This is an optimization exercise on Yosys and OpenROAD, whose aim is small area, a short achievable clock period and few clock cycles, not a production implementation. At most, simulation tests tie the RTL to the original design; equivalence was not proved. For runs 1 to 3 and 5, only the layout was checked, not whether the RTL still works. Power figures rest on the tool's default switching activity, not on a simulated workload.

### flow/design.v
module tri_raster_seq #(
    parameter int CW = 12
) (
    input  logic            clk,
    input  logic            rst,
    input  logic            tri_valid,
    output logic            tri_ready,
    input  logic [CW-1:0]   ptAX,
    input  logic [CW-1:0]   ptAY,
    input  logic [CW-1:0]   ptBX,
    input  logic [CW-1:0]   ptBY,
    input  logic [CW-1:0]   pt3X,
    input  logic [CW-1:0]   pt3Y,
    output logic            pix_valid,
    input  logic            pix_ready,
    output logic [CW-1:0]   pix_x,
    output logic [CW-1:0]   pix_y,
    output logic            done,
    output logic [2*CW:0]   pix_count
);
    logic          v_loaded;                  
    logic          v_new, v_new2;             
    logic [CW-1:0] pax, pay, pbx, pby, pcx, pcy;   
    logic [2:0]    ts, ms, bs;                
    logic [CW-1:0] tx, ty, mx, my, bx, by;    
    logic          v_even;                    
    logic          v_flat, v_horiz;           
    logic          w_act, w_first, w_pendT, w_atM, w_last, w_lil;
    logic [CW-1:0] w_y;
    logic [CW-1:0] xl_q, xs_q;                
    logic signed [CW:0] rl_q, rs_q;           
    logic [CW:0]   nul_q, nus_q;              
    logic          cil_q, cis_q;
    logic          dnl_q, dns_q;              
    logic [CW-1:0] dyl_q, dys_q;              
    logic          e_valid, e_last;
    logic [CW-1:0] e_x, e_r, e_y;
    logic          done_q, neg_pend;
    logic [2*CW:0] cnt_q;
    logic [2*CW-1:0] ka, kb, kc;
    logic ab_q, bc_q, ac_q, eab_q, ebc_q, eac_q, cv_q;
    logic [2:0] s_ts, s_ms, s_bs;
    logic s_even, s_flat, s_horiz;
    always_comb begin
        ka = {ptAY, ptAX};
        kb = {ptBY, ptBX};
        kc = {pt3Y, pt3X};
        if (ab_q && bc_q) begin
            s_ts = 3'b001; s_ms = 3'b010; s_bs = 3'b100; s_even = 1'b1; s_flat = eab_q; s_horiz = eac_q;
        end else if (ab_q && ac_q) begin
            s_ts = 3'b001; s_ms = 3'b100; s_bs = 3'b010; s_even = 1'b0; s_flat = eac_q; s_horiz = eab_q;
        end else if (ab_q) begin
            s_ts = 3'b100; s_ms = 3'b001; s_bs = 3'b010; s_even = 1'b1; s_flat = eac_q; s_horiz = ebc_q;
        end else if (bc_q && ac_q) begin
            s_ts = 3'b010; s_ms = 3'b001; s_bs = 3'b100; s_even = 1'b0; s_flat = eab_q; s_horiz = ebc_q;
        end else if (bc_q) begin
            s_ts = 3'b010; s_ms = 3'b100; s_bs = 3'b001; s_even = 1'b1; s_flat = ebc_q; s_horiz = eab_q;
        end else begin
            s_ts = 3'b100; s_ms = 3'b010; s_bs = 3'b001; s_even = 1'b0; s_flat = ebc_q; s_horiz = eac_q;
        end
        tx = ({CW{ts[0]}} & pax) | ({CW{ts[1]}} & pbx) | ({CW{ts[2]}} & pcx);
        ty = ({CW{ts[0]}} & pay) | ({CW{ts[1]}} & pby) | ({CW{ts[2]}} & pcy);
        mx = ({CW{ms[0]}} & pax) | ({CW{ms[1]}} & pbx) | ({CW{ms[2]}} & pcx);
        my = ({CW{ms[0]}} & pay) | ({CW{ms[1]}} & pby) | ({CW{ms[2]}} & pcy);
        bx = ({CW{bs[0]}} & pax) | ({CW{bs[1]}} & pbx) | ({CW{bs[2]}} & pcx);
        by = ({CW{bs[0]}} & pay) | ({CW{bs[1]}} & pby) | ({CW{bs[2]}} & pcy);
    end
    logic sub_long, sub_tm;
    logic [CW-1:0] sa_x, sa_y, sb_x, sb_y;
    logic signed [CW:0] dx_c;
    logic [CW-1:0] dy_c;
    logic lil_new;
    always_comb begin
        sub_long = v_new;
        sub_tm = v_new2 && !v_flat;
        sa_x = sub_tm ? mx : bx;
        sa_y = sub_tm ? my : by;
        sb_x = (sub_long || sub_tm) ? tx : mx;
        sb_y = (sub_long || sub_tm) ? ty : my;
        dx_c = $signed({1'b0, sa_x}) - $signed({1'b0, sb_x});
        dy_c = sa_y + ~sb_y;
        lil_new = v_horiz | v_even;
    end
    logic set_l, set_s, rdy;
    logic signed [CW:0] opl, ops, stl, sts, al, as_;
    logic cl, cs;
    logic [CW-1:0] xl_adj, xs_adj, xl_stp, xs_stp;
    logic signed [CW:0] rl_stp, rs_stp;
    always_comb begin
        set_l = !rl_q[CW];
        set_s = !rs_q[CW];
        opl = set_l ? $signed(nul_q) : '0;
        ops = set_s ? $signed(nus_q) : '0;
        cl = set_l & cil_q;
        cs = set_s & cis_q;
        stl = rl_q + opl + $signed({{CW{1'b0}}, cl});
        sts = rs_q + ops + $signed({{CW{1'b0}}, cs});
        al = rl_q + opl + $signed({1'b0, dyl_q}) + $signed({{CW{1'b0}}, cl}) + 1;
        as_ = rs_q + ops + $signed({1'b0, dys_q}) + $signed({{CW{1'b0}}, cs}) + 1;
        xl_adj = dnl_q ? xl_q - 1'b1 : xl_q + 1'b1;
        xs_adj = dns_q ? xs_q - 1'b1 : xs_q + 1'b1;
        rl_stp = stl[CW] ? al : stl;
        rs_stp = sts[CW] ? as_ : sts;
        xl_stp = stl[CW] ? xl_adj : xl_q;
        xs_stp = sts[CW] ? xs_adj : xs_q;
        rdy = w_act && (w_last || (set_l && set_s));
    end
    logic [CW-1:0] xL, xR, y_nx;
    logic ne, xfer, e_end, hok;
    logic eqa, eqb, eqc, ld_sw, ld_l, ld_r;
    logic row_ok, tT, tW, skip, adv, neg_now, start, accept, enter_m, enter_b, e_load, w_stepen;
    always_comb begin
        xL = xl_q;
        xR = xs_q;
        ne = (xL <= xR);
        xfer = e_valid && pix_ready;
        e_end = (e_x == e_r);
        hok = !neg_pend && (!e_valid || (pix_ready && e_end && !e_last));
        row_ok = rdy && ne;
        tT = row_ok && w_pendT && !w_first && hok;
        tW = row_ok && !w_pendT && hok;
        skip = rdy && !w_last && ((w_first && w_pendT) || (!ne && !w_atM));
        adv = skip || (tW && !w_last);
        neg_now = rdy && !ne && w_atM && !neg_pend;
        tri_ready = cv_q && !v_loaded && (!w_act || (w_last && !w_pendT));
        accept = tri_valid && tri_ready;
        start = v_loaded && !v_new && (!w_act || (tW && w_last) || neg_now);
        y_nx = w_y + 1'b1;
        eqa = (y_nx == pay);
        eqb = (y_nx == pby);
        eqc = (y_nx == pcy);
        enter_m = |(ms & {eqc, eqb, eqa});
        enter_b = |(bs & {eqc, eqb, eqa});
        e_load = tT || tW;
        w_stepen = w_act && !w_last;
        ld_sw = w_stepen && adv && enter_m;
        ld_l = (v_new && v_even) || (v_new2 && !v_even) || (ld_sw && !w_lil);
        ld_r = (v_new && !v_even) || (v_new2 && v_even) || (ld_sw && w_lil);
    end
    always_ff @(posedge clk) begin
        if (accept) begin
            pax <= ptAX; pay <= ptAY; pbx <= ptBX; pby <= ptBY; pcx <= pt3X; pcy <= pt3Y;
            ts <= s_ts; ms <= s_ms; bs <= s_bs;
            v_even <= s_even;
            v_flat <= s_flat;
            v_horiz <= s_horiz;
        end
        ab_q <= ka < kb;
        bc_q <= kb < kc;
        ac_q <= ka < kc;
        eab_q <= (ptAY == ptBY);
        ebc_q <= (ptBY == pt3Y);
        eac_q <= (ptAY == pt3Y);
        if (ld_l) begin
            nul_q <= dx_c[CW] ? dx_c : ~dx_c;
            cil_q <= !dx_c[CW];
            dnl_q <= dx_c[CW];
            dyl_q <= dy_c;
            rl_q <= dx_c[CW] ? $signed({1'b0, dy_c}) : '0;
        end else if (w_stepen && (adv || !set_l)) begin
            rl_q <= rl_stp;
        end
        if (ld_r) begin
            nus_q <= dx_c[CW] ? dx_c : ~dx_c;
            cis_q <= !dx_c[CW];
            dns_q <= dx_c[CW];
            dys_q <= dy_c;
            rs_q <= dx_c[CW] ? '0 : $signed({1'b0, dy_c});
        end else if (w_stepen && (adv || !set_s)) begin
            rs_q <= rs_stp;
        end
        if (start) begin
            w_lil <= lil_new;
            w_y <= ty;
            w_first <= 1'b1;
            w_atM <= v_flat;
            w_last <= v_horiz;
            xl_q <= lil_new ? tx : v_flat ? mx : tx;
            xs_q <= v_horiz ? bx : lil_new ? (v_flat ? mx : tx) : tx;
        end else if (w_stepen && adv) begin
            w_y <= y_nx;
            w_first <= 1'b0;
            w_atM <= enter_m;
            w_last <= enter_b;
            xl_q <= (enter_m && !w_lil) ? mx : enter_b ? bx : xl_stp;
            xs_q <= (enter_m && w_lil) ? mx : enter_b ? bx : xs_stp;
        end else if (w_stepen) begin
            if (!set_l) xl_q <= xl_stp;
            if (!set_s) xs_q <= xs_stp;
        end
        if (start) w_pendT <= !v_flat;
        else if (tT) w_pendT <= 1'b0;
        if (e_load) begin
            e_x <= w_pendT ? tx : xL;
            e_r <= w_pendT ? tx : xR;
            e_y <= w_pendT ? ty : w_y;
            e_last <= !w_pendT && w_last;
        end else if (xfer && !e_end) begin
            e_x <= e_x + 1'b1;
        end
        if (done_q || xfer) cnt_q <= done_q ? '0 : cnt_q + 1'b1;
        if (rst) begin
            v_loaded <= 1'b0;
            v_new <= 1'b0;
            v_new2 <= 1'b0;
            w_act <= 1'b0;
            e_valid <= 1'b0;
            done_q <= 1'b0;
            neg_pend <= 1'b0;
            cnt_q <= '0;
            cv_q <= 1'b0;
        end else begin
            cv_q <= tri_valid && !accept;
            v_new <= accept;
            v_new2 <= v_new;
            if (accept || start) v_loaded <= accept;
            if (start || (tW && w_last) || neg_now) w_act <= start;
            if (e_load || (xfer && e_end)) e_valid <= e_load;
            done_q <= (xfer && e_end && e_last) || (neg_pend && !e_valid);
            if (neg_now || !e_valid) neg_pend <= neg_now;
        end
    end
    assign pix_valid = e_valid;
    assign pix_x = e_x;
    assign pix_y = e_y;
    assign done = done_q;
    assign pix_count = cnt_q;
endmodule
### flow/flow/run.sh
#!/bin/bash
# The standard layout, with repair_timing aiming for extra setup slack
# (the clock period and the constraints stay the design's). make's output goes to standard.log;
# each ORFS step keeps its own log under orfs/logs.
bash standard.sh SETUP_SLACK_MARGIN=9 finish > standard.log 2>&1
### flow/standard.sh
#!/bin/bash
# synth_recipe.tcl (not shown) runs the flow's synth.tcl, then flattens the netlist and writes it again
# the make line also repeats each setting of config.mk as NAME=value (left out here)
make -C /OpenROAD-flow-scripts/flow DESIGN_CONFIG=/design/flow/config.mk WORK_HOME=/design/flow/orfs CLKGATE_MAP_FILE= SYNTH_SCRIPT=/design/flow/synth_recipe.tcl "${@:-finish}"
### flow/config.mk
export PLATFORM = sky130hd
export DESIGN_NAME = tri_raster_seq
export DESIGN_NICKNAME = tri_raster_seq
export VERILOG_FILES = /design/flow/design.v
export SDC_FILE = /design/flow/constraint.sdc
export NUM_CORES = 4
export LEC_CHECK = 0
export CAP_MARGIN = 20
export CORE_MARGIN = 2
export CORE_UTILIZATION = 40
export PLACE_DENSITY = 0.6
export SLEW_MARGIN = 20
### flow/constraint.sdc
create_clock -name core_clock -period 11.0 [get_ports {clk}]
set_input_delay 2.2000 -clock core_clock [delete_from_list [all_inputs] [get_ports {clk}]]
set_output_delay 2.2000 -clock core_clock [all_outputs]
set_load 0.01 [all_outputs]
==> impl_metrics.py, run 1 <==
metrics = {
    "pwr": {
        "p_leak_nw": 12.8,
        "p_sw_share_pct": 31.1,
        "p_int_mw": 2.48,
        "p_per_area_nw_per_um2": 113,
        "combPwrFrac_pct": 30.0,
        "clkPwrFrac_pct": 34.9,
        "irDropWorstVdd_mv": 0.104,
        "p_switching_mw": 1.12,
        "power_frac_seq_pct": 35.1,
    },
    "sta": {
        "hold_viol": 0,
        "skew_ns": 0.0243,
        "post-route-min-period_ns": 3.77,
        "slew_violations": 0,
        "post-route-worst-setup-slack_ns": 7.23,
        "finalSetupViolations": 0,
        "maxSlewHeadroom_pct": 39.7,
        "rsz0062_at_grt": "yes",
        "clock.fmax_ghz": 0.265,
        "finalCritPeriodShare_pct": 34.3,
        "tightest_slew_ns": 0.904,
        "timing.setup.tns_ns": 0,
    },
    "floorplan": {
        "io_pins": 128,
        "die_w_um": 237,
        "start_util_pct": 40.5,
        "rows": 85,
        "die_area_sq_um": 56400,
        "core_area_sq_um": 53800,
        "die_h_um": 237,
    },
    "clock_network": {
        "cts_root_buf": "clkbuf_16",
        "cts_tree": "done",
        "ctsHtreeMaxLevel": 2,
        "insertion_delay_ns": 0.56,
        "clockBufferDepth": 3,
        "cts.sinks": 279,
        "cts_buffers": 37,
        "clk_pin_slew_worst_paths_ns": 0.06,
    },
    "detailed_routing": {
        "routed_via_density": 6.05,
        "detail-route-antenna-nets": 0,
        "vias": 21100,
        "wl_per_cell_um": 24.2,
        "routed_wl_mm": 84.2,
        "drc_errors": 0,
        "first_pass_iters": 9,
        "drt_iter0_markers": 2310,
    },
    "place": {
        "placed_cell_area_sq_um": 24800,
        "finalWeightedCongestion": 0.976,
        "preCtsSetupSlack_ns": 4.50,
        "portBuffers": 127,
        "hpwl_mm": 51.9,
        "place_inst": 3077,
    },
    "worst_hold_path": {
        "min_path_cells": 2,
        "hp-class": "reg -> reg",
        "min_to": "neg_pend",
        "hp-start": "neg_pend",
    },
    "layout": {
        "design_area_sq_um": 31900,
        "layout.cells.non_filler": 3484,
        "drive_above_1_share_pct": 34.3,
        "antennaDiodeCount": 0,
        "nFillCells": 4360,
        "synthToLayoutAreaGrowth_pct": 46.3,
        "fin_nets": 3044,
    },
    "worst_setup_path": {
        "r2r-end": "xl_q[7]",
        "setup.worst_path.end_class": "flop",
        "reg2reg_slack_ns": 7.23,
        "crit_slowest_cell": "a2111oi_4",
        "rr_worst_depth": 11,
        "arrival_ns": 4.14,
        "path_cells": "buf_12 -> nand2b_4 -> o41ai_4 -> nand4_1 -> buf_4 -> o221ai_4 -> nand2_8 -> inv_16 -> a21oi_4 -> o211ai_4 -> buf_6 -> nor2_4 -> a2111oi_4",
        "cpPeakStageDelay_ns": 0.35,
        "worstPathMaxFanout": 7,
        "worst_ep_required_time_ns": 11.37,
        "r2r_start": "w_y[0]",
        "critPathKind": "in -> reg",
        "start_kind": "input port",
    },
    "global_route": {
        "grt_pass1_vias": 20400,
        "gr-usage-all-layers_pct": 27.6,
        "grt.overflow.total": 0,
        "grt_max_degree": 46,
        "grt_pass1_wl_mm": 120,
        "antenna_found_initial": 2,
    },
    "run_status": {
        "status": "finished clean",
    },
    "synth": {
        "synth_most_common_cell": "edfxtp_1",
        "synth_top_area_share_pct": 32.9,
        "async_flop_share_pct": 0,
        "syn_area_sq_um": 21800,
        "synth_area_leaders": "edfxtp_1, ha_1, xnor2_1",
        "synthMuxAreaShare_pct": 2.45,
        "yosysWarnings": 1,
        "ys.flop_type": "edfxtp_1",
        "synth_top_area_cell": "edfxtp_1",
        "ys_ff_latch": 279,
        "synth_cell_types": 85,
        "yosys.area_share.simple_pct": 16.7,
        "synth_compound_area_share_pct": 19.1,
        "syn_nets": 2608,
        "seq_area_frac_synth_pct": 36.6,
        "synth_xor_area_share_pct": 7.42,
        "synthCells": 2325,
        "synth-edff-count": 239,
        "avgSynthCellArea_sq_um": 9.38,
        "synth_top_family_by_area": "compound AO/OA/AOI/OAI gates",
        "synth_common_cells": "edfxtp_1, nand2_1, nor2_1, ha_1, a21oi_1",
        "synth_adder_area_share_pct": 13.2,
    },
    "job": {
        "maxCapViolCount": 0,
    },
}
[stage by stage]
stage                     hold slack [ns]  util [%]  power (mW)
after floorplan                     0.444         -        1.80
after global placement              0.475      46.0        2.00
after detailed placement            0.488      46.0        2.02
after CTS                           0.491      55.6        3.46
after global routing                0.552      59.3        3.72
final                               0.496      59.3        3.59
[sequential cells by signal, indices dropped and copies added, names as in the netlist, 3 cells and up]
signal,flops
nus_q,12
cnt_q,25
e_y,12
pay,12
e_x,12
xl_q,12
pcx,12
nul_q,12
w_y,12
ts,3
xs_q,12
pbx,12
bs,3
e_r,12
pby,12
rl_q,13
pcy,12
ms,3
rs_q,13
pax,12
dys_q,12
dyl_q,12
[how the worst max path moves through the flow]
stage | start | to | slack [ns]
6_report | pix_ready | xl_q[7] | 7.23
5_1_grt | w_y[0] | rs_q[1] | 7.12
4_1_cts | w_pendT | tri_ready | 7.18
3_5_place_dp | pix_ready | xl_q[9] | 4.50
3_3_place_gp | pix_ready | xs_q[9] | 4.64
2_1_floorplan | pix_ready | rs_q[4] | 6.98
[layout by cell type, fill, tap and decap left out, types with 44 or more instances in the layout]
master     synthesis  layout
buf_12             0      44
a21o_1            46      44
buf_6              3     126
clkbuf_16          0      51
nor2_1           194     177
o21ai_0          118      81
nand2_1          207     184
nand3_1           76      52
a21oi_1          165     142
xor2_1            58      57
buf_2             11      45
a222oi_1          49      49
ha_4               0      46
ha_1             173     121
edfxtp_1         239     239
nor2b_1           56      47
inv_1            129      98
xnor2_1          101      76
buf_4              7     211
[critical path: cells and delay by family]
family,cells,cell delay [ns]
and+or+nand+nor,4,0.38
AOI/OAI and AO/OA,5,1.03
buffers and inverters,4,0.53
[power by group through the flow]
stage               Combinational [mW]  Sequential [mW]  Clock, mW
floorplan                        0.534             1.26          0
global placement                 0.716             1.29          0
detailed placement               0.733             1.29          0
CTS                              0.941             1.26       1.26
global route                      1.15             1.26       1.30
finish                            1.08             1.26       1.25
[metal layers]
| layer | track usage [%] | share of wire (%) | vias up |
|---|---|---|---|
| li1 | - | - | 9586 |
| met3 | 5.40 | 8.5 | 243 |
| met1 | 35.5 | 39 | 10200 |
| met4 | 13.2 | 5.3 | 0 |
| met5 | 0 | 0 | - |
| met2 | 44.8 | 47 | 1078 |
[cell families after synthesis]
group,Yosys count
AO/OA/AOI/OAI,613
XOR/XNOR,169
adder cells (fa/ha/maj),210
buffers and inverters,247
flip-flops,279
multiplexers,52
AND/OR/NAND/NOR,755
[area by class of cell]
cell class                      count  area (sq um)  share of cell area (%)
Timing Repair Buffer              490          5610                    17.6
Multi-Input combinational cell   1813         15300                    48.0
Tap cell                          696           871                    2.73
Sequential cell                   279          8060                    25.3
Timing Repair inverter              8           125                   0.392
Clock inverter                     24           248                   0.777
Inverter                          132           678                    2.13
Clock buffer                       42           997                    3.13
[what timing repair did]
| action | in CTS | in global routing |
|---|---|---|
| pin swaps | 110 | 123 |
| buffers inserted | 188 | 87 |
| hold buffers | 0 | 0 |
| setup endpoints to repair | 534 | 473 |
| resized for setup | 969 | 203 |
| gates cloned | 53 | 13 |
==> run 2: changes to the inputs <==
--- a/flow/design.v
+++ b/flow/design.v
@@ -32,3 +32,2 @@
     logic [CW:0]   nul_q, nus_q;              
-    logic          cil_q, cis_q;
     logic          dnl_q, dns_q;              
@@ -93,4 +92,4 @@
         ops = set_s ? $signed(nus_q) : '0;
-        cl = set_l & cil_q;
-        cs = set_s & cis_q;
+        cl = set_l & !dnl_q;
+        cs = set_s & !dns_q;
         stl = rl_q + opl + $signed({{CW{1'b0}}, cl});
@@ -155,3 +154,2 @@
             nul_q <= dx_c[CW] ? dx_c : ~dx_c;
-            cil_q <= !dx_c[CW];
             dnl_q <= dx_c[CW];
@@ -164,3 +162,2 @@
             nus_q <= dx_c[CW] ? dx_c : ~dx_c;
-            cis_q <= !dx_c[CW];
             dns_q <= dx_c[CW];
--- a/flow/flow/run.sh
+++ b/flow/flow/run.sh
@@ -4,2 +4,2 @@
 # each ORFS step keeps its own log under orfs/logs.
-bash standard.sh SETUP_SLACK_MARGIN=9 finish > standard.log 2>&1
+bash standard.sh SETUP_SLACK_MARGIN=8 finish > standard.log 2>&1
==> run 2 against run 1 <==
  * Flip-flop and latch count fell by 2
  * Design area is 4.8% lower
  * Sequential share of layout area is 0.99 points higher
==> impl_metrics.py, run 2 <==
metrics = {
    "synth": {
        "synth_top_area_share_pct": 33.3,
        "syn_nets": 2524,
        "synthCells": 2241,
        "syn_area_sq_um": 21400,
        "seq_area_frac_synth_pct": 37.0,
        "yosysWarnings": 1,
        "async_flop_share_pct": 0,
        "ys.flop_type": "edfxtp_1",
        "synth_cell_types": 92,
        "synth_most_common_cell": "edfxtp_1",
        "ys_ff_latch": 277,
        "synth_area_leaders": "edfxtp_1, ha_1, xnor2_1",
        "synth-edff-count": 237,
        "synth_top_area_cell": "edfxtp_1",
        "avgSynthCellArea_sq_um": 9.54,
        "synth_common_cells": "edfxtp_1, nand2_1, nor2_1, ha_1, a21oi_1",
    },
    "clock_network": {
        "cts_tree": "done",
        "insertion_delay_ns": 0.59,
        "clockBufferDepth": 3,
        "clk_pin_slew_worst_paths_ns": 0.06,
        "cts.sinks": 277,
        "ctsHtreeMaxLevel": 2,
        "cts_root_buf": "clkbuf_16",
        "cts_buffers": 34,
    },
    "worst_setup_path": {
        "start_kind": "input port",
        "r2r_start": "ms[2]",
        "critPathKind": "in -> reg",
        "arrival_ns": 4.10,
        "setup.worst_path.end_class": "flop",
        "worst_ep_required_time_ns": 11.30,
        "worstPathMaxFanout": 7,
        "critPathLaunch": "pix_ready",
    },
    "layout": {
        "reg.largest.list": "cnt_q x25, rl_q x13, rs_q x13",
        "nFillCells": 4353,
        "synthToLayoutAreaGrowth_pct": 42.1,
        "fin_nets": 2951,
        "drive_above_1_share_pct": 32.6,
        "most-common-layout-cells": "edfxtp_1, buf_4, nor2_1",
        "regMostFlops": "cnt_q",
        "largest_reg_flops": 25,
        "final_common_cell": "edfxtp_1",
    },
    "global_route": {
        "grt_pass1_vias": 19900,
        "grt.overflow.total": 0,
        "grt_max_degree": 52,
        "gr-usage-all-layers_pct": 28.3,
        "grt_pass1_wl_mm": 121,
        "antenna_found_initial": 1,
    },
    "pwr": {
        "irDropWorstVdd_mv": 0.0926,
        "p_int_mw": 2.36,
        "combPwrFrac_pct": 29.9,
        "p_sw_share_pct": 31.6,
        "p_switching_mw": 1.09,
        "total_power_mw": 3.45,
        "p_leak_nw": 12.3,
        "clkPwrFrac_pct": 33.6,
        "p_per_area_nw_per_um2": 114,
        "power_frac_seq_pct": 36.4,
    },
    "sta": {
        "timing.setup.tns_ns": 0,
        "hold_viol": 0,
        "clock.fmax_ghz": 0.263,
        "finalSetupViolations": 0,
        "finalCritPeriodShare_pct": 34.6,
        "slew_violations": 0,
        "tightest_slew_ns": 1.28,
        "rsz0062_at_grt": "yes",
        "post-route-min-period_ns": 3.80,
        "skew_ns": 0.0451,
        "maxSlewHeadroom_pct": 14.8,
    },
    "job": {
        "maxCapViolCount": 0,
    },
    "run_status": {
        "status": "finished clean",
    },
    "floorplan": {
        "die_w_um": 235,
        "rows": 84,
        "io_pins": 128,
        "start_util_pct": 40.6,
        "core_area_sq_um": 52700,
        "die_area_sq_um": 55300,
        "die_h_um": 235,
    },
    "detailed_routing": {
        "drt_iter0_markers": 2698,
        "wl_per_cell_um": 24.3,
        "drc_errors": 0,
        "routed_via_density": 6.06,
        "detail-route-antenna-nets": 0,
        "vias": 20500,
        "routed_wl_mm": 82.4,
        "first_pass_iters": 11,
    },
    "worst_hold_path": {
        "hp-class": "reg -> reg",
        "hp-start": "neg_pend",
    },
    "place": {
        "finalWeightedCongestion": 0.961,
        "portBuffers": 127,
        "hpwl_mm": 51.9,
    },
}
==> run 2: layer usage <==
layer / global-route usage (%) / up-vias / wire (um)
met3: 5.86 / 282 / 7440
li1: - / 9228 / -
met1: 37.4 / 9871 / 33300
met2: 44.7 / 1122 / 37100
met4: 13.0 / 0 / 4560
met5: 0 / - / 0
==> run 2: cells by family after synthesis <==
logic type	count (synthesis)	share of synthesized area [%]
AOI/OAI and AO/OA	597	18.9
xor gates and xnor gates	176	8.23
adders and majority gates	208	13.4
buffers and inverters	228	4.33
DFF	277	37.0
muxes	40	1.88
and+or+nand+nor	715	16.3
==> run 2: area by class of cell <==
cell class	count	area [sq um]	area share, %
flip-flops and latches	277	7970	26.2
multi-input cells	1746	14800	48.6
well taps	688	861	2.83
inverters	121	541	1.78
repair inverters	11	159	0.523
clock buffers	43	895	2.94
diodes	2	5.00	0.0165
repair buffers	477	4940	16.3
clock inverters	19	229	0.754
==> run 2: worst max-delay path, cell delays in order <==
cell,delay (ns)
buf_8,0.08
nand2b_4,0.05
o41ai_4,0.21
o211ai_1,0.21
buf_4,0.20
buf_12,0.13
o2bb2a_4,0.22
o31ai_4,0.29
buf_4,0.16
buf_6,0.11
buf_12,0.11
buf_16,0.12
==> run 2: worst paths after layout <==
check	slack [ns]	endpoint	depth (start not counted)
max	7.20	dys_q[7]	12
max reg2reg	7.25	nul_q[5]	14
min reg2reg	0.46	neg_pend	2
min	0.46	neg_pend	2
==> run 2: power groups by stage <==
stage | logic [mW] | registers (mW) | clock network [mW]
4_1_cts | 0.907 | 1.25 | 1.17
3_5_place_dp | 0.700 | 1.29 | 0
6_report | 1.03 | 1.26 | 1.16
5_1_grt | 1.11 | 1.26 | 1.22
3_3_place_gp | 0.684 | 1.29 | 0
2_1_floorplan | 0.513 | 1.26 | 0
==> run 2: per-stage QoR <==
stage	instance area [sq um]	worst slack, ns	hold slack [ns]	utilization, %	cells
finish	30400	7.20	0.464	57.7	3384
floorplan	22000	6.96	0.430	-	2241
CTS	28700	7.21	0.463	54.5	3310
detailed placement	23600	5.37	0.456	44.8	2970
global placement	23600	5.43	0.448	44.8	2968
global route	30400	7.14	0.500	57.7	3382
==> run 2: timing repair <==
item	CTS	global route
cloned	40	7
setup buffers	238	65
gates resized for setup	737	220
pin swaps	136	103
endpoints found under the setup margin	447	421
hold buffers	0	0
==> run 3: changes to the inputs <==
--- a/flow/flow/run.sh
+++ b/flow/flow/run.sh
@@ -4,2 +4,2 @@
 # each ORFS step keeps its own log under orfs/logs.
-bash standard.sh SETUP_SLACK_MARGIN=8 finish > standard.log 2>&1
+bash standard.sh SETUP_SLACK_MARGIN=7 finish > standard.log 2>&1
==> run 3 against run 2 <==
  * Design area is 16% lower
  * Synthesized cell count stayed put
  * Highest routed layer unchanged
  * Still clean on timing, DRC and antenna
  * Largest power group unchanged
  * Critical path depth is 1 lower
==> impl_metrics.py, run 3 <==
metrics = {
    "clock_network": {
        "clk_pin_slew_worst_paths_ns": 0.06,
        "ctsHtreeMaxLevel": 2,
        "cts_tree": "done",
        "cts.sinks": 277,
        "cts_root_buf": "clkbuf_16",
        "cts_buffers": 35,
        "cts_hold_buf": 0,
        "insertion_delay_ns": 0.56,
        "clockBufferDepth": 3,
    },
    "detailed_routing": {
        "vias": 18500,
        "routed_via_density": 5.92,
        "routed_wl_mm": 69.1,
        "drt_iter0_markers": 2103,
        "detail-route-antenna-nets": 0,
        "wl_per_cell_um": 22.2,
        "drc_errors": 0,
        "first_pass_iters": 9,
    },
    "synth": {
        "syn_nets": 2524,
        "synth_cell_types": 92,
        "avgSynthCellArea_sq_um": 9.54,
        "async_flop_share_pct": 0,
        "yosysWarnings": 1,
        "synth_common_cells": "edfxtp_1, nand2_1, nor2_1, ha_1, a21oi_1",
        "synth_top_area_share_pct": 33.3,
        "synth-edff-count": 237,
        "ys_ff_latch": 277,
        "syn_area_sq_um": 21400,
        "synthCells": 2241,
        "synth_area_leaders": "edfxtp_1, ha_1, xnor2_1",
        "synth_most_common_cell": "edfxtp_1",
        "synth_top_area_cell": "edfxtp_1",
        "seq_area_frac_synth_pct": 37.0,
        "ys.flop_type": "edfxtp_1",
    },
    "sta": {
        "timing.setup.tns_ns": 0,
        "finalSetupViolations": 0,
        "rsz0062_at_grt": "no",
        "slew_violations": 0,
        "tightest_slew_ns": 1.19,
        "post-route-min-period_ns": 3.94,
        "hold_viol": 0,
        "hold_ws_ns": 0.463,
        "skew_ns": 0.0267,
        "maxSlewHeadroom_pct": 20.8,
        "clock.fmax_ghz": 0.254,
        "finalCritPeriodShare_pct": 35.8,
    },
    "worst_setup_path": {
        "arrival_ns": 4.25,
        "start_kind": "flop",
        "critPathKind": "reg -> reg",
        "worst_ep_required_time_ns": 11.30,
        "setup.worst_path.end_class": "flop",
        "worstPathMaxFanout": 33,
    },
    "place": {
        "finalWeightedCongestion": 0.942,
        "portBuffers": 127,
        "place_inst": 2984,
        "hpwl_mm": 51.2,
        "placed_cell_area_sq_um": 23400,
    },
    "layout": {
        "largest_reg_flops": 25,
        "layout.cells.non_filler": 3119,
        "synthToLayoutAreaGrowth_pct": 19.7,
        "antennaDiodeCount": 0,
        "nFillCells": 4876,
        "multiInputGateArea_sq_um": 12900,
        "reg.largest.list": "cnt_q x25, rl_q x13, rs_q x13",
        "most-common-layout-cells": "edfxtp_1, nand2_1, nor2_1",
        "design_area_sq_um": 25600,
        "drive_above_1_share_pct": 10.6,
        "final_common_cell": "edfxtp_1",
        "regMostFlops": "cnt_q",
        "final_core_util_pct": 48.6,
        "ff_latch_area_sq_um": 7920,
        "fin_nets": 2687,
    },
    "global_route": {
        "antenna_found_initial": 0,
        "use_met1_pct": 33.8,
        "grt.overflow.total": 0,
        "gr-usage-all-layers_pct": 24.4,
        "grt_max_degree": 85,
        "grt_pass1_vias": 18000,
        "met2_usage_pct": 39.4,
        "busiest_layer": "met2",
        "grt_pass1_wl_mm": 107,
        "met3_usage_pct": 3.33,
    },
    "floorplan": {
        "start_util_pct": 40.6,
        "io_pins": 128,
        "die_w_um": 235,
        "rows": 84,
        "die_h_um": 235,
        "core_area_sq_um": 52700,
        "die_area_sq_um": 55300,
    },
    "run_status": {
        "status": "finished clean",
    },
    "worst_hold_path": {
        "hp-class": "reg -> reg",
    },
    "pwr": {
        "combPwrFrac_pct": 23.4,
        "p_sw_share_pct": 29.6,
        "p_per_area_nw_per_um2": 124,
        "p_switching_mw": 0.944,
        "p_int_mw": 2.24,
        "irDropWorstVdd_mv": 0.0847,
        "p_leak_nw": 10.1,
        "power_frac_seq_pct": 39.6,
        "clkPwrFrac_pct": 37.0,
    },
    "job": {
        "maxCapViolCount": 0,
    },
}
[run 3: cell types whose count changed in the layout (fill, tap and decap cells not counted), moves of 22 or more]
cell / delta
dfxtp_1: +28
buf_12: -28
o21ai_1: -22
buf_6: -72
a21oi_2: -32
buf_2: -41
a21oi_1: +34
o21ai_0: +46
ha_1: +23
buf_4: -148
clkdlybuf4s50_1: +105
nand3_1: +25
[run 3: worst max-delay path, stage by stage, from the launching register on]
cell and delay [ns]:
edfxtp_1 0.55, ha_4 0.28, and3_4 0.23, xnor2_1 0.34, o22ai_1 0.15, a2111o_1 0.44
nor4_2 0.37, a222oi_1 0.15, buf_4 0.29, nor2_2 0.27, a211oi_1 0.08, or4_1 0.52
[run 3: layout make-up]
type | instances | share of cell area [%]
Clock buffer | 47 | 3.98
Clock inverter | 17 | 0.645
Inverter | 121 | 1.89
Multi-Input combinational cell | 1736 | 50.2
Sequential cell | 277 | 30.9
Tap cell | 688 | 3.36
Timing Repair Buffer | 229 | 8.83
Timing Repair inverter | 4 | 0.127
[run 3: final timing paths]
| check | startpoint | to | slack (ns) | depth (start not counted) |
|---|---|---|---|---|
| max | w_y[1] | xl_q[2] | 7.06 | 11 |
| min | neg_pend | neg_pend | 0.46 | 2 |
| max reg2reg | w_y[1] | xl_q[2] | 7.06 | 11 |
| min reg2reg | neg_pend | neg_pend | 0.46 | 2 |
[run 3: per-stage QoR]
step                power (mW)  setup WS (ns)
floorplan                 1.74           6.97
global placement          1.95           4.82
detailed placement        1.96           4.76
CTS                       3.17           7.00
global route              3.32           7.00
finish                    3.18           7.06
[run 3: power by group through the flow]
stage	Clock (mW)	Combinational, mW	Sequential (mW)
floorplan	0	0.483	1.26
global placement	0	0.664	1.28
detailed placement	0	0.678	1.28
CTS	1.19	0.716	1.26
global route	1.23	0.820	1.26
finish	1.18	0.745	1.26
[run 3: timing repair]
item	CTS	global route
gates cloned	8	1
endpoints found under the setup margin	224	127
gates resized for setup	57	53
pin swaps	9	15
setup buffers	36	25
[run 3: cells by family (layout without fill, tap and decap cells)]
kind of cell             count (synthesis)  in the layout  synth area share, %
adder cells (fa/ha/maj)                208            208                 13.4
AO/OA/AOI/OAI                          597            597                 18.9
flip-flops                             277            277                 37.0
buffers and inverters                  228            418                 4.33
XOR/XNOR                               176            176                 8.23
multiplexers                            40             40                 1.88
AND/OR/NAND/NOR                        715            715                 16.3
[run 3: routing by layer]
metal | part of all wire (%) | up-vias
met1 | 44 | 8965
li1 | - | 8667
met2 | 46 | 700
met3 | 6.3 | 123
met5 | 0 | -
met4 | 3.2 | 0
==> run 4: changes to the inputs <==
--- a/flow/design.v
+++ b/flow/design.v
@@ -29,5 +29,6 @@
     logic [CW-1:0] w_y;
-    logic [CW-1:0] xl_q, xs_q;                
+    logic [CW-1:0] xl_q, xs_q;
     logic signed [CW:0] rl_q, rs_q;           
     logic [CW:0]   nul_q, nus_q;              
+    logic          cil_q, cis_q;
     logic          dnl_q, dns_q;              
@@ -70,3 +71,3 @@
     logic [CW-1:0] dy_c;
-    logic lil_new;
+    logic lil_new, mir_c;
     always_comb begin
@@ -81,2 +82,3 @@
         lil_new = v_horiz | v_even;
+        mir_c = ((sub_long ? v_even : !v_even) == dx_c[CW]);
     end
@@ -92,4 +94,4 @@
         ops = set_s ? $signed(nus_q) : '0;
-        cl = set_l & !dnl_q;
-        cs = set_s & !dns_q;
+        cl = set_l & cil_q;
+        cs = set_s & cis_q;
         stl = rl_q + opl + $signed({{CW{1'b0}}, cl});
@@ -108,7 +110,7 @@
     logic ne, xfer, e_end, hok;
-    logic eqa, eqb, eqc, ld_sw, ld_l, ld_r;
+    logic eqa, eqb, eqc;
     logic row_ok, tT, tW, skip, adv, neg_now, start, accept, enter_m, enter_b, e_load, w_stepen;
     always_comb begin
-        xL = xl_q;
-        xR = xs_q;
+        xL = w_lil ? xl_q : xs_q;
+        xR = w_lil ? xs_q : xl_q;
         ne = (xL <= xR);
@@ -134,5 +136,2 @@
         w_stepen = w_act && !w_last;
-        ld_sw = w_stepen && adv && enter_m;
-        ld_l = (v_new && v_even) || (v_new2 && !v_even) || (ld_sw && !w_lil);
-        ld_r = (v_new && !v_even) || (v_new2 && v_even) || (ld_sw && w_lil);
     end
@@ -152,7 +151,8 @@
         eac_q <= (ptAY == pt3Y);
-        if (ld_l) begin
+        if (v_new) begin
             nul_q <= dx_c[CW] ? dx_c : ~dx_c;
+            cil_q <= !dx_c[CW];
             dnl_q <= dx_c[CW];
             dyl_q <= dy_c;
-            rl_q <= dx_c[CW] ? $signed({1'b0, dy_c}) : '0;
+            rl_q <= mir_c ? $signed({1'b0, dy_c}) : '0;
         end else if (w_stepen && (adv || !set_l)) begin
@@ -160,7 +160,8 @@
         end
-        if (ld_r) begin
+        if (v_new2 || (w_stepen && adv && enter_m)) begin
             nus_q <= dx_c[CW] ? dx_c : ~dx_c;
+            cis_q <= !dx_c[CW];
             dns_q <= dx_c[CW];
             dys_q <= dy_c;
-            rs_q <= dx_c[CW] ? '0 : $signed({1'b0, dy_c});
+            rs_q <= mir_c ? $signed({1'b0, dy_c}) : '0;
         end else if (w_stepen && (adv || !set_s)) begin
@@ -174,4 +175,4 @@
             w_last <= v_horiz;
-            xl_q <= lil_new ? tx : v_flat ? mx : tx;
-            xs_q <= v_horiz ? bx : lil_new ? (v_flat ? mx : tx) : tx;
+            xl_q <= tx;
+            xs_q <= v_horiz ? bx : v_flat ? mx : tx;
         end else if (w_stepen && adv) begin
@@ -181,4 +182,4 @@
             w_last <= enter_b;
-            xl_q <= (enter_m && !w_lil) ? mx : enter_b ? bx : xl_stp;
-            xs_q <= (enter_m && w_lil) ? mx : enter_b ? bx : xs_stp;
+            xl_q <= enter_b ? bx : xl_stp;
+            xs_q <= enter_m ? mx : enter_b ? bx : xs_stp;
         end else if (w_stepen) begin
==> flow/run.sh (new file) <==
#!/bin/bash
# synth_recipe.tcl (not shown) runs the flow's synth.tcl, then flattens the netlist and writes it again
# the make line also repeats each setting of config.mk as NAME=value (left out here)
make -C /OpenROAD-flow-scripts/flow DESIGN_CONFIG=/design/flow/config.mk WORK_HOME=/design/flow/orfs CLKGATE_MAP_FILE= SYNTH_SCRIPT=/design/flow/synth_recipe.tcl finish
removed: flow/flow/run.sh
removed: flow/standard.sh
==> run 4 against run 3 <==
  * Highest routed layer unchanged
  * Sequential share of layout area up 2.2 points
  * First-iteration DRC count down 28%
  * Total power down 2.4%
  * Cell count is 5.9% lower
  * Fmax decreased by 31%
  * Sequential power about the same
  * Die area down 1.6%
  * Count of clock-buffer cells in the layout is 4 higher
  * Largest cell class unchanged
  * Clock skew fell by 0.0052 ns
  * Synthesized cell count is 4.6% lower
  * Clock power is essentially flat
  * Setup slack got worse by 1.7 ns
==> impl_metrics.py, run 4 <==
metrics = {
    "run_status": {
        "status": "finished clean",
    },
    "detailed_routing": {
        "detail-route-antenna-nets": 0,
        "drc_errors": 0,
        "routed_wl_mm": 62.0,
        "first_pass_iters": 10,
        "top_layer": "met4",
        "routed_via_density": 5.78,
        "wl_met3_mm": 3.84,
        "wl_met1_mm": 26.8,
        "wl_per_cell_um": 21.1,
        "wl_met2_mm": 28.9,
        "vias": 17000,
        "drt_iter0_markers": 1508,
    },
    "synth": {
        "synth_common_cells": "edfxtp_1, nor2_1, nand2_1, a21oi_1, ha_1",
        "syn_nets": 2411,
        "synth-edff-count": 239,
        "synth_cell_types": 95,
        "yosysWarnings": 1,
        "synth_top_area_share_pct": 34.1,
        "syn_area_sq_um": 21000,
        "synth_area_leaders": "edfxtp_1, ha_1, xnor2_1",
        "avgSynthCellArea_sq_um": 9.83,
        "ys.flop_type": "edfxtp_1",
        "seq_area_frac_synth_pct": 37.9,
        "synth_most_common_cell": "edfxtp_1",
        "async_flop_share_pct": 0,
        "synth_top_area_cell": "edfxtp_1",
        "ys_ff_latch": 279,
        "synthCells": 2139,
    },
    "sta": {
        "skew_ns": 0.0215,
        "slew_violations": 0,
        "finalSetupViolations": 0,
        "maxSlewHeadroom_pct": 17.0,
        "tightest_slew_ns": 1.25,
        "hold_viol": 0,
        "clock.fmax_ghz": 0.176,
        "finalCritPeriodShare_pct": 51.7,
        "post-route-min-period_ns": 5.69,
        "timing.setup.tns_ns": 0,
        "rsz0062_at_grt": "no",
    },
    "layout": {
        "design_area_sq_um": 24100,
        "reg.largest.list": "cnt_q x25, rl_q x13, rs_q x13",
        "antennaDiodeCount": 0,
        "most-common-layout-cells": "edfxtp_1, nor2_1, nand2_1",
        "synthToLayoutAreaGrowth_pct": 14.6,
        "fin_nets": 2493,
        "final_common_cell": "edfxtp_1",
        "regMostFlops": "cnt_q",
        "drive_above_1_share_pct": 5.96,
        "largest_reg_flops": 25,
    },
    "clock_network": {
        "clk_pin_slew_worst_paths_ns": 0.06,
        "cts_tree": "done",
        "cts_hold_buf": 0,
        "cts_root_buf": "clkbuf_16",
        "insertion_delay_ns": 0.54,
        "post_cts_buffers": 0,
        "ctsHtreeMaxLevel": 2,
        "clockBufferDepth": 3,
        "cts.sinks": 279,
        "post_cts_resize_count": 0,
        "cts_buffers": 34,
    },
    "global_route": {
        "grt_max_degree": 85,
        "grt.overflow.total": 0,
        "gr-usage-all-layers_pct": 22.7,
        "antenna_found_initial": 0,
        "grt_pass1_wl_mm": 94.9,
        "grt_pass1_vias": 16400,
    },
    "place": {
        "finalWeightedCongestion": 0.966,
        "hpwl_mm": 48.4,
        "placed_cell_area_sq_um": 22900,
        "portBuffers": 127,
    },
    "pwr": {
        "power_frac_seq_pct": 41.2,
        "clkPwrFrac_pct": 37.7,
        "p_switching_mw": 0.873,
        "p_int_mw": 2.23,
        "p_sw_share_pct": 28.1,
        "combPwrFrac_pct": 21.1,
        "p_leak_nw": 9.45,
        "irDropWorstVdd_mv": 0.0823,
        "p_per_area_nw_per_um2": 129,
    },
    "worst_setup_path": {
        "worst_ep_required_time_ns": 11.23,
        "worstPathMaxFanout": 45,
        "arrival_ns": 5.93,
        "setup.worst_path.end_class": "flop",
        "critPathKind": "reg -> reg",
        "start_kind": "flop",
    },
    "floorplan": {
        "core_area_sq_um": 52200,
        "die_w_um": 233,
        "rows": 84,
        "die_h_um": 233,
        "start_util_pct": 40.3,
        "die_area_sq_um": 54400,
        "io_pins": 128,
    },
    "job": {
        "maxCapViolCount": 0,
    },
    "worst_hold_path": {
        "hp-class": "reg -> reg",
    },
}
[run 4: cell count changes in the layout (fill, tap and decap cells not counted), moves of 13 or more]
cell / delta
mux2_2: +18
nand2_1: -17
mux2i_1: +20
o21a_1: -17
nand3_1: -43
inv_1: -13
buf_4: -61
o21ai_1: -13
a21oi_1: +28
[run 4: per-layer routing]
| layer | vias up | global-route usage (%) |
|---|---|---|
| li1 | 8116 | - |
| met1 | 8077 | 29.7 |
| met2 | 630 | 37.7 |
| met3 | 130 | 3.37 |
| met4 | 0 | 8.68 |
| met5 | - | 0 |
[run 4: logic make-up (layout without fill, tap and decap cells)]
group	Yosys count	in the layout	share of synthesized area, %
simple gates	612	612	14.0
compound gates	574	574	18.5
flops	279	279	37.9
buf+inv	210	318	4.12
fa+ha+maj	204	204	13.3
xor+xnor	182	182	8.37
mux	78	78	3.86
[run 4: layout make-up]
| class | count | area [sq um] |
|---|---|---|
| Clock buffer | 51 | 1010 |
| Inverter | 105 | 394 |
| Multi-Input combinational cell | 1650 | 12200 |
| Sequential cell | 279 | 7980 |
| Timing Repair Buffer | 151 | 1470 |
| Tap cell | 688 | 861 |
| Fill cell | 4778 | 28100 |
| Clock inverter | 11 | 164 |
[run 4: critical path, cell delays in order (launching register included)]
cell,delay [ns]
dfxtp_2,1.03
inv_1,0.57
nand2_1,0.17
buf_4,0.36
mux2i_1,0.24
ha_1,0.19
inv_1,0.05
fa_1,0.40
a21o_1,0.18
a21oi_1,0.22
nor2b_1,0.10
o211ai_1,0.16
nand2_1,0.09
a41o_1,0.28
o41a_1,0.63
xnor2_1,0.25
buf_4,0.23
a21oi_1,0.18
a21oi_1,0.06
[run 4: final timing paths]
kind	from	end	slack, ns	depth (start not counted)
max	v_new	rs_q[10]	5.31	18
min	cnt_q[1]	cnt_q[1]	0.51	2
max reg2reg	v_new	rs_q[10]	5.31	18
min reg2reg	cnt_q[1]	cnt_q[1]	0.51	2
[run 4: per-stage QoR]
| stage | total power, mW | utilization, % | cells | hold slack, ns | setup slack (ns) |
|---|---|---|---|---|---|
| global placement | 1.93 | 43.8 | 2871 | 0.484 | 5.28 |
| global route | 3.25 | 46.1 | 2935 | 0.530 | 4.90 |
| floorplan | 1.74 | - | 2139 | 0.455 | 5.99 |
| finish | 3.11 | 46.1 | 2935 | 0.514 | 5.31 |
| detailed placement | 1.95 | 43.8 | 2871 | 0.495 | 5.12 |
| CTS | 3.13 | 46.1 | 2933 | 0.508 | 5.33 |
[run 4: power by group through the flow]
stage	sequential, mW	combinational (mW)	clock, mW
detailed placement	1.30	0.652	0
CTS	1.28	0.654	1.20
global route	1.28	0.727	1.24
floorplan	1.27	0.469	0
finish	1.28	0.656	1.17
global placement	1.30	0.636	0
Testbench counts of run 4, summed over its fixed seeds: cycles 26,927.
==> run 5: changes to the inputs <==
--- a/flow/design.v
+++ b/flow/design.v
@@ -29,6 +29,5 @@
     logic [CW-1:0] w_y;
-    logic [CW-1:0] xl_q, xs_q;
+    logic [CW-1:0] xl_q, xs_q;                
     logic signed [CW:0] rl_q, rs_q;           
     logic [CW:0]   nul_q, nus_q;              
-    logic          cil_q, cis_q;
     logic          dnl_q, dns_q;              
@@ -67,3 +66,3 @@
     end
-    logic sub_long, sub_tm;
+    logic sub_long, sub_tm, subtm_q;
     logic [CW-1:0] sa_x, sa_y, sb_x, sb_y;
@@ -71,6 +70,6 @@
     logic [CW-1:0] dy_c;
-    logic lil_new, mir_c;
+    logic lil_new;
     always_comb begin
         sub_long = v_new;
-        sub_tm = v_new2 && !v_flat;
+        sub_tm = subtm_q;
         sa_x = sub_tm ? mx : bx;
@@ -82,3 +81,2 @@
         lil_new = v_horiz | v_even;
-        mir_c = ((sub_long ? v_even : !v_even) == dx_c[CW]);
     end
@@ -94,4 +92,4 @@
         ops = set_s ? $signed(nus_q) : '0;
-        cl = set_l & cil_q;
-        cs = set_s & cis_q;
+        cl = set_l & !dnl_q;
+        cs = set_s & !dns_q;
         stl = rl_q + opl + $signed({{CW{1'b0}}, cl});
@@ -110,7 +108,7 @@
     logic ne, xfer, e_end, hok;
-    logic eqa, eqb, eqc;
+    logic eqa, eqb, eqc, ld_sw, ld_l, ld_r, ldd_l, ldd_r;
     logic row_ok, tT, tW, skip, adv, neg_now, start, accept, enter_m, enter_b, e_load, w_stepen;
     always_comb begin
-        xL = w_lil ? xl_q : xs_q;
-        xR = w_lil ? xs_q : xl_q;
+        xL = xl_q;
+        xR = xs_q;
         ne = (xL <= xR);
@@ -136,2 +134,7 @@
         w_stepen = w_act && !w_last;
+        ld_sw = w_stepen && adv && enter_m;
+        ld_l = (v_new && v_even) || (v_new2 && !v_even) || (ld_sw && !w_lil);
+        ld_r = (v_new && !v_even) || (v_new2 && v_even) || (ld_sw && w_lil);
+        ldd_l = (v_new && v_even) || (v_new2 && !v_even) || (w_stepen && set_l && enter_m && !w_lil);
+        ldd_r = (v_new && !v_even) || (v_new2 && v_even) || (w_stepen && set_s && enter_m && w_lil);
     end
@@ -151,43 +154,33 @@
         eac_q <= (ptAY == pt3Y);
-        if (v_new) begin
+        if (ld_l) begin
             nul_q <= dx_c[CW] ? dx_c : ~dx_c;
-            cil_q <= !dx_c[CW];
             dnl_q <= dx_c[CW];
             dyl_q <= dy_c;
-            rl_q <= mir_c ? $signed({1'b0, dy_c}) : '0;
-        end else if (w_stepen && (adv || !set_l)) begin
-            rl_q <= rl_stp;
-        end
-        if (v_new2 || (w_stepen && adv && enter_m)) begin
+        end
+        if (ld_l || (w_stepen && (adv || !set_l)))
+            rl_q <= ldd_l ? (dx_c[CW] ? $signed({1'b0, dy_c}) : '0) : rl_stp;
+        if (ld_r) begin
             nus_q <= dx_c[CW] ? dx_c : ~dx_c;
-            cis_q <= !dx_c[CW];
             dns_q <= dx_c[CW];
             dys_q <= dy_c;
-            rs_q <= mir_c ? $signed({1'b0, dy_c}) : '0;
-        end else if (w_stepen && (adv || !set_s)) begin
-            rs_q <= rs_stp;
-        end
-        if (start) begin
-            w_lil <= lil_new;
-            w_y <= ty;
-            w_first <= 1'b1;
-            w_atM <= v_flat;
-            w_last <= v_horiz;
-            xl_q <= tx;
-            xs_q <= v_horiz ? bx : v_flat ? mx : tx;
-        end else if (w_stepen && adv) begin
-            w_y <= y_nx;
-            w_first <= 1'b0;
-            w_atM <= enter_m;
-            w_last <= enter_b;
-            xl_q <= enter_b ? bx : xl_stp;
-            xs_q <= enter_m ? mx : enter_b ? bx : xs_stp;
-        end else if (w_stepen) begin
-            if (!set_l) xl_q <= xl_stp;
-            if (!set_s) xs_q <= xs_stp;
-        end
-        if (start) w_pendT <= !v_flat;
-        else if (tT) w_pendT <= 1'b0;
+        end
+        if (ld_r || (w_stepen && (adv || !set_s)))
+            rs_q <= ldd_r ? (dx_c[CW] ? '0 : $signed({1'b0, dy_c})) : rs_stp;
+        if (start || (w_stepen && (adv || !set_l)))
+            xl_q <= v_loaded ? (lil_new ? tx : v_flat ? mx : tx) :
+                    (set_l && enter_m && !w_lil) ? mx : (set_l && enter_b) ? bx : xl_stp;
+        if (start || (w_stepen && (adv || !set_s)))
+            xs_q <= v_loaded ? (v_horiz ? bx : lil_new ? (v_flat ? mx : tx) : tx) :
+                    (set_s && enter_m && w_lil) ? mx : (set_s && enter_b) ? bx : xs_stp;
+        if (start || (w_stepen && adv)) begin
+            w_y <= v_loaded ? ty : y_nx;
+            w_first <= v_loaded;
+            w_atM <= v_loaded ? v_flat : enter_m;
+            w_last <= v_loaded ? v_horiz : enter_b;
+        end
+        if (start) w_lil <= lil_new;
+        if (start || tT) w_pendT <= v_loaded && !v_flat;
+        if (e_load || (xfer && !e_end))
+            e_x <= (e_valid && !e_end) ? e_x + 1'b1 : w_pendT ? tx : xL;
         if (e_load) begin
-            e_x <= w_pendT ? tx : xL;
             e_r <= w_pendT ? tx : xR;
@@ -195,4 +188,2 @@
             e_last <= !w_pendT && w_last;
-        end else if (xfer && !e_end) begin
-            e_x <= e_x + 1'b1;
         end
@@ -203,2 +194,3 @@
             v_new2 <= 1'b0;
+            subtm_q <= 1'b0;
             w_act <= 1'b0;
@@ -213,2 +205,3 @@
             v_new2 <= v_new;
+            subtm_q <= v_new && !v_flat;
             if (accept || start) v_loaded <= accept;
==> flow/flow/run.sh (new file) <==
#!/bin/bash
# The standard layout, with repair_timing aiming for extra setup slack
# (the clock period and the constraints stay the design's). make's output goes to standard.log;
# each ORFS step keeps its own log under orfs/logs.
bash standard.sh SETUP_SLACK_MARGIN=7 finish > standard.log 2>&1
==> flow/standard.sh (new file) <==
#!/bin/bash
# synth_recipe.tcl (not shown) runs the flow's synth.tcl, then flattens the netlist and writes it again
# the make line also repeats each setting of config.mk as NAME=value (left out here)
make -C /OpenROAD-flow-scripts/flow DESIGN_CONFIG=/design/flow/config.mk WORK_HOME=/design/flow/orfs CLKGATE_MAP_FILE= SYNTH_SCRIPT=/design/flow/synth_recipe.tcl "${@:-finish}"
removed: flow/run.sh
==> run 5 against run 4 <==
  * Still clean
  * Routed wire length grew 5.7%
  * Setup slack gained 1.8 ns
  * Fmax grew 45%
  * Critical endpoint is now tri_ready
  * Highest routed layer unchanged
==> impl_metrics.py, run 5 <==
metrics = {
    "detailed_routing": {
        "drt_iter0_markers": 1844,
        "routed_via_density": 5.82,
        "drc_errors": 0,
        "vias": 17500,
        "routed_wl_mm": 65.6,
        "wl_per_cell_um": 21.8,
        "first_pass_iters": 12,
        "detail-route-antenna-nets": 0,
    },
    "layout": {
        "final_core_util_pct": 48.1,
        "drive_above_1_share_pct": 9.45,
        "most-common-layout-cells": "edfxtp_1, nand2_1, ha_1",
        "fin_nets": 2590,
        "reg.largest.list": "cnt_q x25, rl_q x13, rs_q x13",
        "largest_reg_flops": 25,
        "antennaDiodeCount": 0,
        "final_common_cell": "edfxtp_1",
        "synthToLayoutAreaGrowth_pct": 19.0,
        "regMostFlops": "cnt_q",
    },
    "clock_network": {
        "cts_buffers": 31,
        "cts_tree": "done",
        "insertion_delay_ns": 0.59,
        "clk_pin_slew_worst_paths_ns": 0.06,
        "cts_hold_buf": 0,
        "ctsHtreeMaxLevel": 1,
        "clockBufferDepth": 3,
        "cts.sinks": 278,
        "cts_root_buf": "clkbuf_16",
    },
    "floorplan": {
        "die_h_um": 232,
        "rows": 83,
        "io_pins": 128,
        "die_area_sq_um": 53800,
        "start_util_pct": 40.5,
        "core_area_sq_um": 51400,
        "die_w_um": 232,
    },
    "worst_setup_path": {
        "cpPeakStageDelay_ns": 0.44,
        "setup.worst_path.end_class": "output pin",
        "arrival_ns": 1.73,
        "critPathBufInv": 2,
        "critPathKind": "reg -> out",
        "rr_worst_depth": 11,
        "worst_ep_required_time_ns": 8.80,
        "path_delay_family": "simple AND/OR/NAND/NOR gates",
        "worstPathMaxFanout": 4,
        "crit_slowest_cell": "edfxtp_1",
        "path_cells": "buf_12 -> nand2b_4 -> nand2_1 -> and3_4 -> buf_6",
        "r2r_start": "w_y[6]",
        "start_kind": "flop",
        "r2r-end": "rs_q[11]",
        "reg2reg_slack_ns": 7.11,
    },
    "synth": {
        "synth_most_common_cell": "edfxtp_1",
        "yosysWarnings": 1,
        "synth_common_cells": "edfxtp_1, nand2_1, ha_1, nor2_1, a21oi_1",
        "synth_top_area_share_pct": 34.4,
        "ys_ff_latch": 278,
        "synthCells": 2148,
        "synth_top_area_cell": "edfxtp_1",
        "synth_cell_types": 82,
        "ys.flop_type": "edfxtp_1",
        "syn_area_sq_um": 20800,
        "async_flop_share_pct": 0,
        "avgSynthCellArea_sq_um": 9.68,
        "synth-edff-count": 238,
        "seq_area_frac_synth_pct": 38.2,
        "synth_area_leaders": "edfxtp_1, ha_1, xnor2_1",
        "syn_nets": 2431,
    },
    "place": {
        "hpwl_mm": 50.0,
        "portBuffers": 127,
        "finalWeightedCongestion": 0.993,
    },
    "sta": {
        "timing.setup.tns_ns": 0,
        "hold_ws_ns": 0.491,
        "maxSlewHeadroom_pct": 23.9,
        "post-route-min-period_ns": 3.93,
        "slew_violations": 0,
        "tightest_slew_ns": 1.14,
        "clock.fmax_ghz": 0.254,
        "hold_viol": 0,
        "finalSetupViolations": 0,
        "rsz0062_at_grt": "yes",
        "skew_ns": 0.0252,
        "finalCritPeriodShare_pct": 35.7,
    },
    "global_route": {
        "grt.overflow.total": 0,
        "gr-usage-all-layers_pct": 24.1,
        "grt_max_degree": 85,
        "grt_pass1_vias": 16900,
        "antenna_found_initial": 0,
        "grt_pass1_wl_mm": 99.6,
    },
    "worst_hold_path": {
        "hp-start": "neg_pend",
        "min_to": "neg_pend",
        "min_path_cells": 2,
        "hp-class": "reg -> reg",
    },
    "pwr": {
        "irDropWorstVdd_mv": 0.127,
        "p_per_area_nw_per_um2": 122,
        "p_leak_nw": 9.80,
    },
    "run_status": {
        "status": "finished clean",
    },
    "job": {
        "maxCapViolCount": 0,
    },
}
-- run 5: cell count changes after synthesis, sizes merged, moves of 12 or more --
cell and change:
nand2 +37, a211oi -34, o21ai +34, nor2 -25, a21oi -24, nand3 +22
mux2 -21, o21a +15, mux2i -14, nor3 +12
-- run 5: layout make-up --
cell class | instances | area, sq um
flip-flops and latches | 278 | 7950
fillers | 4776 | 26700
repair inverters | 1 | 7.51
clock buffers | 35 | 791
multi-input cells | 1669 | 12400
repair buffers | 217 | 2100
inverters | 109 | 413
clock inverters | 20 | 260
well taps | 680 | 851
-- run 5: worst max-delay path by stage --
stage                    from   endpoint  slack (ns)  depth (start not counted)
floorplan           pix_ready      dnl_q        6.58                          6
global placement        ms[0]   nul_q[9]        6.13                         17
finish                w_pendT  tri_ready        7.07                          5
CTS                 pix_ready    rl_q[1]        6.99                          7
global route        pix_ready  cnt_q[20]        6.92                         10
detailed placement      ms[0]   nul_q[9]        6.08                         17
-- run 5: worst min-delay path, stage by stage (launching register included) --
cell and delay (ns):
dfxtp_1 0.33, nand2_1 0.06, a21oi_1 0.05
-- run 5: timing repair --
action	CTS	global route
cloned	4	0
pin swaps	17	14
buffers inserted	50	16
endpoints found under the setup margin	192	184
gates resized for setup	37	37
-- run 5: per-layer routing --
| layer | share of wire [%] | GRT usage [%] | vias up |
|---|---|---|---|
| li1 | - | - | 8266 |
| met1 | 43 | 32.7 | 8361 |
| met2 | 47 | 40.3 | 753 |
| met3 | 7.0 | 2.65 | 118 |
| met4 | 3.3 | 7.25 | 0 |
| met5 | 0 | 0 | - |
-- run 5: where the power goes --
| part | total [mW] | internal (mW) | switching [mW] |
|---|---|---|---|
| registers | 1.25 | 1.21 | 0.0405 |
| logic | 0.688 | 0.294 | 0.395 |
| clock network | 1.08 | 0.654 | 0.428 |
| total | 3.02 | 2.16 | 0.863 |
-- run 5: cells by family (layout without fill, tap and decap cells) --
| group | after synthesis | in the layout | synth area share (%) |
|---|---|---|---|
| adder cells (fa/ha/maj) | 208 | 208 | 13.7 |
| AND/OR/NAND/NOR | 677 | 678 | 15.8 |
| multiplexers | 43 | 43 | 2.07 |
| XOR/XNOR | 169 | 169 | 8.00 |
| AO/OA/AOI/OAI | 571 | 571 | 18.3 |
| flip-flops | 278 | 278 | 38.2 |
| buffers and inverters | 202 | 382 | 3.85 |
-- run 5: per-stage QoR --
| step | std cells | power [mW] | instance area, sq um | worst slack [ns] |
|---|---|---|---|---|
| floorplan | 2148 | 1.70 | 20800 | 6.58 |
| global route | 3009 | 3.16 | 24700 | 6.92 |
| finish | 3009 | 3.02 | 24700 | 7.07 |
| CTS | 2991 | 3.02 | 24400 | 6.99 |
| global placement | 2881 | 1.90 | 22800 | 6.13 |
| detailed placement | 2882 | 1.91 | 22800 | 6.08 |
==> run 6: changes to the inputs <==
--- a/flow/design.v
+++ b/flow/design.v
@@ -108,2 +108,4 @@
     logic ne, xfer, e_end, hok;
+    logic [CW-1:0] y_b1;
+    logic em_d, eb_d, em_q, eb_q;
     logic eqa, eqb, eqc, ld_sw, ld_l, ld_r, ldd_l, ldd_r;
@@ -127,7 +129,10 @@
         y_nx = w_y + 1'b1;
-        eqa = (y_nx == pay);
-        eqb = (y_nx == pby);
-        eqc = (y_nx == pcy);
-        enter_m = |(ms & {eqc, eqb, eqa});
-        enter_b = |(bs & {eqc, eqb, eqa});
+        y_b1 = (v_loaded ? ty : y_nx) + 1'b1;
+        eqa = (y_b1 == pay);
+        eqb = (y_b1 == pby);
+        eqc = (y_b1 == pcy);
+        em_d = |(ms & {eqc, eqb, eqa});
+        eb_d = |(bs & {eqc, eqb, eqa});
+        enter_m = em_q;
+        enter_b = eb_q;
         e_load = tT || tW;
@@ -179,2 +184,4 @@
             w_last <= v_loaded ? v_horiz : enter_b;
+            em_q <= em_d;
+            eb_q <= eb_d;
         end
==> run 6 against run 5 <==
  * Still clean on timing, DRC and antenna
  * Fmax shrank 0.38%
  * Hold slack better by 0.021 ns
  * First-iteration DRC count decreased by 2.3%
  * Cell count fell by 1.3%
  * Routed wire length decreased by 2.0%
  * Global-route usage is 0.55 points lower
  * Clock skew is 0.0039 ns higher
  * Die area down 1.9%
  * Count of clock-buffer cells in the layout rose by 7
  * Synthesized cell count fell by 3.3%
  * Via count down 0.57%
  * Critical path type is now in -> reg
  * Largest cell class unchanged
  * Largest power group unchanged
==> impl_metrics.py, run 6 <==
metrics = {
    "global_route": {
        "grt_pass1_vias": 16800,
        "grt_pass1_wl_mm": 97.4,
        "antenna_found_initial": 0,
        "grt_max_degree": 85,
        "grt.overflow.total": 0,
        "gr-usage-all-layers_pct": 23.5,
    },
    "place": {
        "finalWeightedCongestion": 0.917,
        "preCtsSetupSlack_ns": 5.55,
        "hpwl_mm": 47.5,
        "portBuffers": 127,
        "placed_cell_area_sq_um": 22500,
        "place_inst": 2824,
    },
    "pwr": {
        "irDropWorstVdd_mv": 0.134,
        "p_leak_nw": 9.97,
        "power_frac_seq_pct": 41.8,
        "combPwrFrac_pct": 24.1,
        "p_sw_share_pct": 29.7,
        "clkPwrFrac_pct": 34.1,
        "p_int_mw": 2.12,
        "p_per_area_nw_per_um2": 122,
        "p_switching_mw": 0.896,
    },
    "clock_network": {
        "cts_buffers": 31,
        "insertion_delay_ns": 0.59,
        "cts.sinks": 280,
        "cts_hold_buf": 0,
        "cts_tree": "done",
        "clockBufferDepth": 3,
        "cts_root_buf": "clkbuf_16",
        "clk_pin_slew_worst_paths_ns": 0.06,
        "ctsHtreeMaxLevel": 1,
    },
    "worst_setup_path": {
        "start_kind": "input port",
        "path_cells": "clkdlybuf4s50_1 -> inv_1 -> ha_1 -> a21o_1 -> a21o_1 -> a21o_1 -> a21o_1 -> a21o_1 -> a21o_1 -> a21o_1 -> a31oi_1",
        "crit_slowest_cell": "clkdlybuf4s50_1",
        "worstPathMaxFanout": 3,
        "worst_ep_required_time_ns": 11.51,
        "setup.worst_path.end_class": "flop",
        "critPathKind": "in -> reg",
        "cpPeakStageDelay_ns": 0.57,
        "arrival_ns": 4.46,
        "rr_worst_depth": 13,
        "crit_top_cell": "a21o_1",
    },
    "layout": {
        "design_area_sq_um": 24700,
        "drive_above_1_share_pct": 10.8,
        "reg.largest.list": "cnt_q x25, rl_q x13, rs_q x13",
        "regMostFlops": "cnt_q",
        "multiInputGateArea_sq_um": 12000,
        "largest_reg_flops": 25,
        "final_common_cell": "edfxtp_1",
        "layout.cells.non_filler": 2969,
        "ff_latch_area_sq_um": 8010,
        "most-common-layout-cells": "edfxtp_1, nand2_1, ha_1",
        "synthToLayoutAreaGrowth_pct": 21.0,
        "nFillCells": 4648,
        "antennaDiodeCount": 0,
        "fin_nets": 2556,
    },
    "synth": {
        "seq_area_frac_synth_pct": 39.3,
        "synth_cell_types": 80,
        "synth_top_area_share_pct": 35.3,
        "synthCells": 2077,
        "synth-edff-count": 240,
        "syn_area_sq_um": 20400,
        "ys.flop_type": "edfxtp_1",
        "synth_most_common_cell": "edfxtp_1",
        "synth_top_area_cell": "edfxtp_1",
        "ys_ff_latch": 280,
        "synth_common_cells": "edfxtp_1, nand2_1, ha_1, nor2_1, inv_1",
        "synth_area_leaders": "edfxtp_1, ha_1, xnor2_1",
        "avgSynthCellArea_sq_um": 9.82,
        "syn_nets": 2361,
        "yosysWarnings": 1,
        "async_flop_share_pct": 0,
    },
    "sta": {
        "skew_ns": 0.0291,
        "slew_violations": 0,
        "finalSetupViolations": 0,
        "finalCritPeriodShare_pct": 35.9,
        "hold_ws_ns": 0.512,
        "hold_viol": 0,
        "post-route-worst-setup-slack_ns": 7.05,
        "post-route-min-period_ns": 3.95,
        "rsz0062_at_grt": "yes",
        "maxSlewHeadroom_pct": 25.8,
        "clock.fmax_ghz": 0.253,
        "tightest_slew_ns": 1.11,
        "timing.setup.tns_ns": 0,
    },
    "detailed_routing": {
        "detail-route-antenna-nets": 0,
        "vias": 17400,
        "drc_errors": 0,
        "routed_via_density": 5.86,
        "first_pass_iters": 10,
        "routed_wl_mm": 64.2,
        "wl_per_cell_um": 21.6,
        "drt_iter0_markers": 1802,
    },
    "floorplan": {
        "core_area_sq_um": 50300,
        "io_pins": 128,
        "die_h_um": 230,
        "die_w_um": 230,
        "start_util_pct": 40.6,
        "rows": 82,
        "die_area_sq_um": 52800,
    },
    "worst_hold_path": {
        "min_path_cells": 2,
        "hp-class": "reg -> reg",
    },
    "job": {
        "maxCapViolCount": 0,
    },
    "run_status": {
        "status": "finished clean",
    },
}
run 6: cell types whose count changed in the layout (fill, tap and decap cells not counted), moves of 10 or more:
cell / delta
a21o_1: +30
a21oi_1: -29
a22oi_1: -13
and3_1: -10
buf_4: +24
inv_1: +15
nand3_1: +12
nor2b_1: -19
nor3_1: -10
o211ai_1: +19
o21ai_0: -23
o31ai_1: +11
run 6: per-layer routing:
metal  track usage (%)  share of wire [%]
met1              32.8                 44
met2              39.1                 47
met3              2.60                7.1
met4              5.87                2.6
met5                 0                  0
run 6: layout make-up:
type | instances | area share [%]
timing repair buffer | 240 | 9.47
sequential | 280 | 32.5
multi-input combinational | 1590 | 48.6
tap | 672 | 3.41
inverter | 129 | 2.00
clock buffer | 42 | 3.43
clock inverter | 16 | 0.578
run 6: logic make-up after synthesis:
group                      synth area share (%)
AOI/OAI and AO/OA                          18.7
xor gates and xnor gates                   7.75
buffers and inverters                      3.90
muxes                                      2.31
DFF                                        39.3
adders and majority gates                  14.1
and+or+nand+nor                            14.0
run 6: worst max-delay path: cells and delay by family:
kind	cells	cell delay, ns
buffers and inverters	2	0.64
AOI/OAI and AO/OA	8	1.34
adders and majority gates	1	0.27
run 6: worst paths after layout:
check | end | startpoint | slack [ns]
worst max register to register | rs_q[11] | rs_q[12] | 7.07
worst max-delay path | ab_q | ptBX[1] | 7.05
worst min-delay path | cnt_q[24] | cnt_q[24] | 0.51
worst min register to register | cnt_q[24] | cnt_q[24] | 0.51
run 6: through the flow:
stage	utilization, %	total power [mW]
CTS	48.2	3.00
floorplan	-	1.72
finish	49.1	3.02
detailed placement	44.8	1.93
global route	49.1	3.14
global placement	44.8	1.92
run 6: power groups by stage:
stage / registers (mW) / clock network (mW) / logic, mW
after global placement: 1.29 / 0 / 0.633
after detailed placement: 1.29 / 0 / 0.646
after global routing: 1.26 / 1.08 / 0.792
after floorplan: 1.27 / 0 / 0.451
after CTS: 1.26 / 1.05 / 0.691
final: 1.26 / 1.03 / 0.728
run 6: timing repair:
action	4_1_cts	5_1_grt
pin swaps	16	16
gates resized for setup	45	51
endpoints found under the setup margin	185	204
gates cloned	5	3
setup buffers	59	20
Testbench counts of run 6, summed over its fixed seeds: cycles 26,927.
